Background: an optimization exercise with open tools, aiming at small area and a short achievable clock period. Do not read the settings as production practice.
At most, simulation tests tie the RTL to the original design; equivalence was not proved.
Power figures rest on the tool's default switching activity, not on a simulated workload.

Design fp16_mac, start of the top module:
module fp16_mac (
    input  logic                        clk,
    input  logic                        rst,
    input  logic                        in_valid_i,
    input  logic [2-1:0]           tag_i,
    input  logic [16-1:0]          k_i,
    input  logic [16-1:0]          x_i,
    input  logic [16-1:0]          b_i,
    output logic                        out_valid_o,
    output logic [2-1:0]           tag_o,
    output logic [16-1:0]          result_o
);
Settings: LEC_CHECK=0, CAP_MARGIN=20, CORE_MARGIN=2, CORE_UTILIZATION=40, CTS_CLUSTER_DIAMETER=60, CTS_CLUSTER_SIZE=30, SETUP_SLACK_MARGIN=2.8, SLEW_MARGIN=20; clock period 6.0 ns.
run.sh (not shown) runs the stock make flow with config.mk's settings and CLKGATE_MAP_FILE= SYNTH_SCRIPT=/design/flow/synth_recipe.tcl, a recipe that flattens the netlist after the stock synthesis.
The first run produced a clean layout.
==> next run, changes <==
CTS_CLUSTER_DIAMETER = 70   (was 60)
CTS_CLUSTER_SIZE = 50   (was 30)
Register-to-register slack improved by 0.11 ns.
Routed wire length rose by 0.33%.
Non-clock buffer count rose by 3.
Setup slack improved by 0.061 ns.
Total power fell by about 0.8%.
Sequential cell count does not change.
First-iteration DRC count rose by 18%.


fp16_mac again, from the RTL that the note above started with.
clock: 6.0 ns
lec_check: 0
abc_area: 1
cap_margin: 20
core_margin: 2
core_utilization: 40
cts_cluster_diameter: 60
cts_cluster_size: 35
setup_slack_margin: 2.8
slew_margin: 20
==> next run, changes <==
ABC_AREA = default   (was 1)
CTS_CLUSTER_DIAMETER = 70   (was 60)
CTS_CLUSTER_SIZE = 40   (was 35)
PLACE_DENSITY = 0.72   (was default)
Effect:
- area after synthesis falls by a few percent
- final area went down by a few percent
- clock-buffer cell count goes down by 9
- combinational power goes down by roughly a tenth
- clock power drops by about a fifth
- utilization barely changes
- non-clock buffer count came out higher by 4
- global-route usage is lower by 1.3 points
- synthesized cell count went down by about a fifth
==> next run, changes <==
ABC_AREA = 1   (was default)
CTS_CLUSTER_DIAMETER = default   (was 70)
CTS_CLUSTER_SIZE = default   (was 40)
PLACE_DENSITY = default   (was 0.72)
Effect:
- The new run finished with timing, DRC and antenna clean
- total power is higher by roughly a tenth
- wire length goes up by a little under a tenth
- cell area rose by a few percent
- setup slack is better by 0.078 ns
- final cell count goes up by about a fifth
- hold slack stays flat
==> next run, changes <==
ABC_AREA = default   (was 1)
CORE_UTILIZATION = 45   (was 40)
CTS_CLUSTER_DIAMETER = 70   (was default)
CTS_CLUSTER_SIZE = 40   (was default)
- The new run passed the timing, DRC and antenna checks
- worst setup slack improves by 0.017 ns
- count of clock-buffer cells in the layout came out lower by 23
- die area decreases by about a fifth
- power is lower by a little under a tenth
- final area drops by a few percent
- hold slack loses 0.0079 ns
- wire length is lower by a few percent
- cell count drops by about a fifth
- global-route usage rises by 2.0 points
- sequential power rises by a few percent
==> next run, changes <==
CORE_UTILIZATION = 40   (was 45)
Outcome:
- die area rose by 12%
- count of clock-buffer cells in the layout went down by 2
- cell count grows by 3.1%
- wire length hardly moves
- global-route usage came out lower by 2.5 points
- combinational power rises by about 2%
==> next run, changes <==
SETUP_SLACK_MARGIN = 2.9   (was 2.8)
Outcome:
- The changed run finished clean
- worst hold slack is worse by 0.0044 ns
- critical path depth is unchanged
- synthesized cell count stays the same
- clock skew barely changes
- count of clock-buffer cells in the layout rose by 3
- wire length rose by about 1.1%
- worst setup slack is better by 0.014 ns
- design area rose by 1.4%


fp16_mac, a different RTL version from the one above (not shown whole).
Size: ~1900 cells after synthesis, roughly 310 flip-flops, ~72 I/O pins, roughly 18000 sq um of cells after synthesis.
export LEC_CHECK = 0
export CAP_MARGIN = 20
export CORE_MARGIN = 2
export CORE_UTILIZATION = 40
export CTS_CLUSTER_DIAMETER = 70
export CTS_CLUSTER_SIZE = 40
export SETUP_SLACK_MARGIN = 3.0
export SLEW_MARGIN = 20
create_clock -name core_clock -period 6.0 [get_ports {clk}]
Then changed:
SETUP_SLACK_MARGIN = 2.8   (was 3.0)
=> Total power decreases by a few percent. Non-clock buffer count falls by 35. Wire length came out lower slightly.
Function was not checked in any run of this note: the RTL went through the layout flow alone.

separate check: timing with driven ports:
No port has a modelled driver above. Below, the same layouts with a new extraction and two added sets of constraints. Step 1 sets driving cells, clkbuf_16 on the clock port and buf_2 on the other inputs (assumed; they add their load-dependent delay and slew). Step 2 also shifts input and output timing later by t, the mid clock arrival at the registers, as if the neighbouring blocks saw the same clock. Three values: ideal, step 1, step 2; two values: the first two.
run	shift t [ns]	setup WS [ns]	hold slack, ns	worst slew at a driven data input, ns
the first run of note 1	0.617	2.812 / 2.812 / 2.286	0.304 / 0.304 / 0.304	0.05
the second run of note 1	0.621	2.873 / 2.897 / 2.276	0.331 / 0.331 / 0.331	0.05
the first run of note 2	0.637	2.881 / 2.905 / 2.267	0.317 / 0.317 / 0.317	0.05
the second run of note 2	0.603	2.748 / 2.748 / 2.246	0.323 / 0.323 / 0.323	0.05
the third run of note 2	0.573	2.826 / 2.866 / 2.294	0.323 / 0.323 / 0.323	0.05
the fourth run of note 2	0.593	2.843 / 2.877 / 2.284	0.315 / 0.315 / 0.315	0.06
the fifth run of note 2	0.621	2.873 / 2.897 / 2.276	0.331 / 0.331 / 0.331	0.05
the sixth run of note 2	0.601	2.887 / 2.905 / 2.304	0.327 / 0.327 / 0.327	0.06
the first run of note 3	0.613	2.949 / 2.949 / 2.438	0.322 / 0.322 / 0.322	0.05
the second run of note 3	0.597	2.917 / 2.923 / 2.353	0.325 / 0.325 / 0.325	0.05
After both steps setup and hold are still met in every run listed. The setup slack of the first run of note 2, which loses most, moves by +0.024 ns with the drivers and by -0.614 ns with both steps.
